This design comes from an exercise in tuning for small area on the open sky130 flow, not from production work.
Only simulation tests tie the RTL to the original design; equivalence was not proved.
Power is estimated from default activity; no workload was simulated.

==> v2 <==
==> flow/design.v <==
`default_nettype none
package pwm_pkg;
  localparam int DATA_W = 16;
  localparam int ADDR_W = 8;
  localparam int PWM_NUM  = 4;
  localparam int TACH_NUM = 2;
  localparam int TACH_PRE_W = 4;
  localparam int TACH_DIV_W = 11;
  localparam logic [ADDR_W-3:0] REG_PRESCALE     = 6'h00;
  localparam logic [ADDR_W-3:0] REG_PERIOD       = 6'h01;
  localparam logic [ADDR_W-3:0] REG_ENABLE       = 6'h02;
  localparam logic [ADDR_W-3:0] REG_POSEDGE_BASE = 6'h04;
  localparam logic [ADDR_W-3:0] REG_NEGEDGE_BASE = 6'h05;
  localparam logic [ADDR_W-3:0] REG_TACHPRESCALE = 6'h25;
  localparam logic [ADDR_W-3:0] REG_TACHSTATUS   = 6'h26;
  localparam logic [ADDR_W-3:0] REG_TACHIRQMASK  = 6'h27;
  localparam logic [ADDR_W-3:0] REG_TACHMODE     = 6'h28;
  localparam logic [ADDR_W-3:0] REG_TACHDUR_BASE = 6'h29;
endpackage
`default_nettype wire
`timescale 1ns/1ps
`default_nettype none
import pwm_pkg::*;
module pwm_core
(
  input  logic                PCLK,
  input  logic                PRESETN,
  input  logic                PSEL,
  input  logic                PENABLE,
  input  logic                PWRITE,
  input  logic [ADDR_W-1:0]   PADDR,
  input  logic [DATA_W-1:0]   PWDATA,
  output logic [DATA_W-1:0]   PRDATA,
  output logic                PREADY,
  output logic                PSLVERR,
  input  logic [TACH_NUM-1:0] TACHIN,
  output logic                TACHINT,
  output logic [PWM_NUM-1:0]  PWM
);
  function automatic logic cmp_chain(input logic [15:0] a,
                                     input logic [15:0] b,
                                     input logic        cin);
    logic c;
    c = cin;
    for (int i = 0; i < 16; i++)
      c = (a[i] & ~b[i]) | ((a[i] | ~b[i]) & c);
    cmp_chain = c;
  endfunction
  assign PREADY  = 1'b1;
  assign PSLVERR = 1'b0;
  logic [5:0]  word_idx;
  logic        wr_en;
  logic [15:0] wdata;    
  logic        rst;
  assign word_idx = PADDR[7:2];
  assign wr_en    = PSEL & PENABLE & PWRITE;
  assign rst      = ~PRESETN;
  assign wdata    = PWDATA & {16{PRESETN}};
  logic [15:0]      prescale;
  logic [15:0]      period;
  logic [3:0]       pwm_enable;
  logic [3:0][15:0] pwm_posedge;
  logic [3:0][15:0] pwm_negedge;
  logic [3:0]       edge_gt;        
  logic [3:0]       tach_prescale;
  logic [1:0]       tach_irq_mask;
  logic [1:0]       tach_mode;
  logic [1:0]       tach_status;
  logic [1:0][15:0] tach_dur;
  logic [1:0]       status_clear;
  function automatic logic wr_to(input logic [5:0] idx, input logic [5:0] w);
    wr_to = (idx == w);
  endfunction
  always_ff @(posedge PCLK)
  begin
    if (rst | (wr_en & wr_to(word_idx, REG_PRESCALE)))     prescale      <= wdata;
    if (rst | (wr_en & wr_to(word_idx, REG_PERIOD)))       period        <= wdata;
    if (rst | (wr_en & wr_to(word_idx, REG_ENABLE)))       pwm_enable    <= wdata[3:0];
    if (rst | (wr_en & wr_to(word_idx, REG_TACHPRESCALE))) tach_prescale <= wdata[3:0];
    if (rst | (wr_en & wr_to(word_idx, REG_TACHIRQMASK)))  tach_irq_mask <= wdata[1:0];
    if (rst | (wr_en & wr_to(word_idx, REG_TACHMODE)))     tach_mode     <= wdata[1:0];
  end
  logic [5:0]  rd_idx;
  logic [15:0] rd_data;
  assign rd_idx = {word_idx[5:1], word_idx[0] ^ PWRITE};
  function automatic logic [15:0] sel16(input logic [5:0] idx, input logic [5:0] w,
                                        input logic [15:0] v);
    sel16 = (idx == w) ? v : 16'h0000;
  endfunction
  assign rd_data = sel16(rd_idx, 6'h00, prescale)
                 | sel16(rd_idx, 6'h01, period)
                 | sel16(rd_idx, 6'h02, {12'h000, pwm_enable})
                 | sel16(rd_idx, 6'h04, pwm_posedge[0])
                 | sel16(rd_idx, 6'h05, pwm_negedge[0])
                 | sel16(rd_idx, 6'h06, pwm_posedge[1])
                 | sel16(rd_idx, 6'h07, pwm_negedge[1])
                 | sel16(rd_idx, 6'h08, pwm_posedge[2])
                 | sel16(rd_idx, 6'h09, pwm_negedge[2])
                 | sel16(rd_idx, 6'h0a, pwm_posedge[3])
                 | sel16(rd_idx, 6'h0b, pwm_negedge[3])
                 | sel16(rd_idx, 6'h25, {12'h000, tach_prescale})
                 | sel16(rd_idx, 6'h26, {14'h0000, tach_status})
                 | sel16(rd_idx, 6'h27, {14'h0000, tach_irq_mask})
                 | sel16(rd_idx, 6'h28, {14'h0000, tach_mode})
                 | sel16(rd_idx, 6'h29, tach_dur[0])
                 | sel16(rd_idx, 6'h2a, tach_dur[1]);
  assign PRDATA = rd_data;
  function automatic logic cmp_chain8(input logic [7:0] a,
                                      input logic [7:0] b,
                                      input logic       cin);
    logic c;
    c = cin;
    for (int i = 0; i < 8; i++)
      c = (a[i] & ~b[i]) | ((a[i] | ~b[i]) & c);
    cmp_chain8 = c;
  endfunction
  logic gt_new;
  logic gt_lo, gt_hi0, gt_hi1;
  assign gt_lo  = cmp_chain8(rd_data[7:0], PWDATA[7:0], ~word_idx[0]);
  assign gt_hi0 = cmp_chain8(rd_data[15:8], PWDATA[15:8], 1'b0);
  assign gt_hi1 = cmp_chain8(rd_data[15:8], PWDATA[15:8], 1'b1);
  assign gt_new = (gt_lo ? gt_hi1 : gt_hi0) ^ ~word_idx[0];
  for (genvar n = 0; n < 4; n++)
  begin : g_edge
    always_ff @(posedge PCLK)
    begin
      if (rst | (wr_en & wr_to(word_idx, 6'(4 + 2 * n)))) pwm_posedge[n] <= wdata;
      if (rst | (wr_en & wr_to(word_idx, 6'(5 + 2 * n)))) pwm_negedge[n] <= wdata;
      if (rst | (wr_en & (word_idx[5:1] == 5'(2 + n))))   edge_gt[n]     <= gt_new & PRESETN;
    end
  end
  assign status_clear = (wr_en & wr_to(word_idx, REG_TACHSTATUS)) ? PWDATA[1:0] : 2'b00;
  logic [15:0] pre_cnt;
  logic [15:0] pre_cnt_n;       
  assign pre_cnt = ~pre_cnt_n;
  logic [15:0] period_cnt;
  logic [15:0] period_cnt_n;    
  assign period_cnt = ~period_cnt_n;
  logic        tick;
  logic        wrap;
  assign tick = cmp_chain(pre_cnt, prescale, 1'b1);
  assign wrap = tick & cmp_chain(period_cnt, period, 1'b1);
  always_ff @(posedge PCLK)
  begin
    if (rst | tick)
      pre_cnt_n <= '1;
    else
      pre_cnt_n <= ~(pre_cnt + 1'b1);
    if (rst | wrap)
      period_cnt_n <= '1;
    else if (tick)
      period_cnt_n <= ~(period_cnt + 1'b1);
  end
  logic [3:0] in_window;
  logic [3:0] after_pos;     
  logic [3:0] before_neg;    
  for (genvar n = 0; n < 4; n++)
  begin : g_win
    assign after_pos[n]  = cmp_chain(period_cnt, pwm_posedge[n], 1'b1);
    assign before_neg[n] = ~cmp_chain(period_cnt, pwm_negedge[n], 1'b1);
    assign in_window[n]  = edge_gt[n] ? (after_pos[n] | before_neg[n])
                                      : (after_pos[n] & before_neg[n]);
  end
  always_ff @(posedge PCLK)
    PWM <= pwm_enable & in_window & {4{PRESETN}};
  logic [10:0] div_cnt;
  logic [10:0] div_val;
  logic        tach_tick;
  always_comb
  begin
    for (int i = 0; i < 11; i++)
      div_val[i] = (tach_prescale > 4'(i));
  end
  assign tach_tick = (div_cnt == '0);
  always_ff @(posedge PCLK)
  begin
    if (rst | (|(div_cnt & ~div_val)) | (&(div_cnt | ~div_val)))
      div_cnt <= '0;
    else
      div_cnt <= div_cnt + 1'b1;
  end
  logic [1:0] update;
  logic [1:0] accept;
  assign accept = ~tach_mode | ~tach_status;
  for (genvar t = 0; t < 2; t++)
  begin : g_tach
    logic [1:0]  sync_q;
    logic        prev_q;
    logic        armed;
    logic        rise;
    logic [15:0] tick_cnt;
    logic [15:0] tick_cnt_n;    
    assign tick_cnt = ~tick_cnt_n;
    assign rise      = sync_q[1] & ~prev_q;
    assign update[t] = rise & armed;
    always_ff @(posedge PCLK)
    begin
      sync_q <= {sync_q[0], TACHIN[t]} & {2{PRESETN}};
      prev_q <= sync_q[1];
      armed  <= (armed | rise) & PRESETN;
      if (rise)
        tick_cnt_n <= '1;
      else if (tach_tick && (tick_cnt != '1))
        tick_cnt_n <= ~(tick_cnt + 1'b1);
      if (rst | (update[t] & accept[t]))
        tach_dur[t] <= tick_cnt & {16{PRESETN}};
    end
  end
  always_ff @(posedge PCLK)
  begin
    tach_status <= (tach_status | (update & accept)) & ~status_clear & {2{PRESETN}};
    TACHINT     <= |(tach_status & tach_irq_mask) & PRESETN;
  end
endmodule
`default_nettype wire
==> flow/flow/run.sh <==
#!/bin/bash
set -euo pipefail
here=$(pwd)
rm -rf "$here/scripts_mod"
cp -r "$FLOW_HOME/scripts" "$here/scripts_mod"
cp "$here/flow/abc_area.script" "$here/scripts_mod/abc_area.script"
cts="-sink_clustering_enable -repair_clock_nets -buf_list sky130_fd_sc_hd__clkbuf_8"
cts="$cts -sink_clustering_size 16 -sink_clustering_max_diameter 80 -dont_use_dummy_load"
bash standard.sh SCRIPTS_DIR="$here/scripts_mod" \
  BUFFER_PORTS_ARGS="-buffer_cell sky130_fd_sc_hd__buf_1" \
  CTS_ARGS="$cts" \
  finish > "$here/make_flow.log" 2>&1
==> flow/flow/abc_area.script <==
strash
balance
rewrite
refactor
balance
rewrite
rewrite -z
balance
refactor -z
rewrite -z
balance
&get -n
&dch -f
&nf -R 1000 -p
&put
topo
==> flow/standard.sh <==
#!/bin/bash
# synth_recipe.tcl (not shown) runs the flow's synth.tcl, then flattens the netlist and writes it again
# the make line also repeats each setting of config.mk as NAME=value (left out here)
make -C /OpenROAD-flow-scripts/flow DESIGN_CONFIG=/design/flow/config.mk WORK_HOME=/design/flow/orfs CLKGATE_MAP_FILE= SYNTH_SCRIPT=/design/flow/synth_recipe.tcl "${@:-finish}"
==> flow/config.mk <==
export PLATFORM = sky130hd
export DESIGN_NAME = pwm_core
export DESIGN_NICKNAME = pwm_core
export VERILOG_FILES = /design/flow/design.v
export SDC_FILE = /design/flow/constraint.sdc
export NUM_CORES = 4
export LEC_CHECK = 0
export ABC_AREA = 1
export CAP_MARGIN = 0
export CORE_MARGIN = 2
export CORE_UTILIZATION = 75
export SLEW_MARGIN = 0
==> flow/constraint.sdc <==
create_clock -name core_clock -period 10.0 [get_ports {PCLK}]
set_input_delay 2.0000 -clock core_clock [delete_from_list [all_inputs] [get_ports {PCLK}]]
set_output_delay 2.0000 -clock core_clock [all_outputs]
set_load 0.01 [all_outputs]
==> inputs of v24, as changes to v2 <==
--- a/flow/design.v
+++ b/flow/design.v
@@ -83,43 +83,33 @@
   logic [5:0]  rd_idx;
   logic [15:0] rd_data;
   assign rd_idx = {word_idx[5:1], word_idx[0] ^ PWRITE};
-  function automatic logic [15:0] sel16(input logic [5:0] idx, input logic [5:0] w,
-                                        input logic [15:0] v);
-    sel16 = (idx == w) ? v : 16'h0000;
-  endfunction
-  assign rd_data = sel16(rd_idx, 6'h00, prescale)
-                 | sel16(rd_idx, 6'h01, period)
-                 | sel16(rd_idx, 6'h02, {12'h000, pwm_enable})
-                 | sel16(rd_idx, 6'h04, pwm_posedge[0])
-                 | sel16(rd_idx, 6'h05, pwm_negedge[0])
-                 | sel16(rd_idx, 6'h06, pwm_posedge[1])
-                 | sel16(rd_idx, 6'h07, pwm_negedge[1])
-                 | sel16(rd_idx, 6'h08, pwm_posedge[2])
-                 | sel16(rd_idx, 6'h09, pwm_negedge[2])
-                 | sel16(rd_idx, 6'h0a, pwm_posedge[3])
-                 | sel16(rd_idx, 6'h0b, pwm_negedge[3])
-                 | sel16(rd_idx, 6'h25, {12'h000, tach_prescale})
-                 | sel16(rd_idx, 6'h26, {14'h0000, tach_status})
-                 | sel16(rd_idx, 6'h27, {14'h0000, tach_irq_mask})
-                 | sel16(rd_idx, 6'h28, {14'h0000, tach_mode})
-                 | sel16(rd_idx, 6'h29, tach_dur[0])
-                 | sel16(rd_idx, 6'h2a, tach_dur[1]);
+  always_comb
+  begin
+    rd_data = '0;
+    case (rd_idx)
+      6'h00: rd_data = prescale;
+      6'h01: rd_data = period;
+      6'h02: rd_data[3:0] = pwm_enable;
+      6'h04: rd_data = pwm_posedge[0];
+      6'h05: rd_data = pwm_negedge[0];
+      6'h06: rd_data = pwm_posedge[1];
+      6'h07: rd_data = pwm_negedge[1];
+      6'h08: rd_data = pwm_posedge[2];
+      6'h09: rd_data = pwm_negedge[2];
+      6'h0a: rd_data = pwm_posedge[3];
+      6'h0b: rd_data = pwm_negedge[3];
+      6'h25: rd_data[3:0] = tach_prescale;
+      6'h26: rd_data[1:0] = tach_status;
+      6'h27: rd_data[1:0] = tach_irq_mask;
+      6'h28: rd_data[1:0] = tach_mode;
+      6'h29: rd_data = tach_dur[0];
+      6'h2a: rd_data = tach_dur[1];
+      default: rd_data = '0;
+    endcase
+  end
   assign PRDATA = rd_data;
-  function automatic logic cmp_chain8(input logic [7:0] a,
-                                      input logic [7:0] b,
-                                      input logic       cin);
-    logic c;
-    c = cin;
-    for (int i = 0; i < 8; i++)
-      c = (a[i] & ~b[i]) | ((a[i] | ~b[i]) & c);
-    cmp_chain8 = c;
-  endfunction
   logic gt_new;
-  logic gt_lo, gt_hi0, gt_hi1;
-  assign gt_lo  = cmp_chain8(rd_data[7:0], PWDATA[7:0], ~word_idx[0]);
-  assign gt_hi0 = cmp_chain8(rd_data[15:8], PWDATA[15:8], 1'b0);
-  assign gt_hi1 = cmp_chain8(rd_data[15:8], PWDATA[15:8], 1'b1);
-  assign gt_new = (gt_lo ? gt_hi1 : gt_hi0) ^ ~word_idx[0];
+  assign gt_new = cmp_chain(rd_data, PWDATA, ~word_idx[0]) ^ ~word_idx[0];
   for (genvar n = 0; n < 4; n++)
   begin : g_edge
     always_ff @(posedge PCLK)
@@ -131,11 +121,7 @@
   end
   assign status_clear = (wr_en & wr_to(word_idx, REG_TACHSTATUS)) ? PWDATA[1:0] : 2'b00;
   logic [15:0] pre_cnt;
-  logic [15:0] pre_cnt_n;       
-  assign pre_cnt = ~pre_cnt_n;
   logic [15:0] period_cnt;
-  logic [15:0] period_cnt_n;    
-  assign period_cnt = ~period_cnt_n;
   logic        tick;
   logic        wrap;
   assign tick = cmp_chain(pre_cnt, prescale, 1'b1);
@@ -143,13 +129,13 @@
   always_ff @(posedge PCLK)
   begin
     if (rst | tick)
-      pre_cnt_n <= '1;
+      pre_cnt <= '0;
     else
-      pre_cnt_n <= ~(pre_cnt + 1'b1);
+      pre_cnt <= pre_cnt + 1'b1;
     if (rst | wrap)
-      period_cnt_n <= '1;
+      period_cnt <= '0;
     else if (tick)
-      period_cnt_n <= ~(period_cnt + 1'b1);
+      period_cnt <= period_cnt + 1'b1;
   end
   logic [3:0] in_window;
   logic [3:0] after_pos;     
@@ -168,13 +154,15 @@
   logic        tach_tick;
   always_comb
   begin
-    for (int i = 0; i < 11; i++)
-      div_val[i] = (tach_prescale > 4'(i));
+    if (tach_prescale >= 4'd11)
+      div_val = '1;
+    else
+      div_val = 11'((1 << tach_prescale) - 1);
   end
   assign tach_tick = (div_cnt == '0);
   always_ff @(posedge PCLK)
   begin
-    if (rst | (|(div_cnt & ~div_val)) | (&(div_cnt | ~div_val)))
+    if (rst | (div_cnt >= div_val))
       div_cnt <= '0;
     else
       div_cnt <= div_cnt + 1'b1;
@@ -189,19 +177,17 @@
     logic        armed;
     logic        rise;
     logic [15:0] tick_cnt;
-    logic [15:0] tick_cnt_n;    
-    assign tick_cnt = ~tick_cnt_n;
     assign rise      = sync_q[1] & ~prev_q;
     assign update[t] = rise & armed;
     always_ff @(posedge PCLK)
     begin
       sync_q <= {sync_q[0], TACHIN[t]} & {2{PRESETN}};
-      prev_q <= sync_q[1];
+      prev_q <= sync_q[1] & PRESETN;
       armed  <= (armed | rise) & PRESETN;
       if (rise)
-        tick_cnt_n <= '1;
+        tick_cnt <= '0;
       else if (tach_tick && (tick_cnt != '1))
-        tick_cnt_n <= ~(tick_cnt + 1'b1);
+        tick_cnt <= tick_cnt + 1'b1;
       if (rst | (update[t] & accept[t]))
         tach_dur[t] <= tick_cnt & {16{PRESETN}};
     end
==> flow/run.sh (new file) <==
#!/bin/bash
# synth_recipe.tcl (not shown) runs the flow's synth.tcl, then flattens the netlist and writes it again
# the make line also repeats each setting of config.mk as NAME=value (left out here)
make -C /OpenROAD-flow-scripts/flow DESIGN_CONFIG=/design/flow/config.mk WORK_HOME=/design/flow/orfs CLKGATE_MAP_FILE= SYNTH_SCRIPT=/design/flow/synth_recipe.tcl finish
- CAP_MARGIN: 0 -> 20
- CORE_UTILIZATION: 75 -> 70
- SLEW_MARGIN: 0 -> 20
removed: flow/flow/run.sh
removed: flow/flow/abc_area.script
removed: flow/standard.sh
==> summary of the runs <==
Between v24 and v2, the lower hold slack is in v2 (gap 0.037 ns). Between v2 and v24, the lower sequential power is in v24 (gap about 3%, measured against v24). In v24 the worst setup slack is lower than in v2, by 0.53 ns. Of v2 and v24, v2 has the higher global-route usage (gap 1.9 points). Of v2 and v24, v2 has the higher clock skew (gap 0.011 ns). Sequential cell count is the same in v2 and v24. Against v2, the sequential share of layout area of v24 is lower by 11 points. Against v2, the clock-buffer cell count of v24 is higher by 22.

-- re-timing with driven ports --
No port has a modelled driver above. Below, the same layouts with a new extraction and two added sets of constraints.
Step 1: set_driving_cell puts a clkbuf_16 on PCLK and a buf_2 on each other input, an assumption about the parent block.
Step 2 also shifts input and output timing later by t, the mid clock arrival at the registers, as if the neighbouring blocks saw the same clock.
Slacks: ideal / step 1 / step 2; pairs: ideal / step 1.
run | t (ns) | setup slack, ns | worst register clock-pin slew, ns
v2 | 0.580 | 2.799 / 2.800 / 2.221 | 0.10 / 0.10
v24 | 0.616 | 2.274 / 2.218 / 2.218 | 0.07 / 0.07
After both steps setup and hold are still met in every run listed. For v2, which loses most, drivers alone change the setup slack by +0.001 ns; drivers and shift together by -0.578 ns.
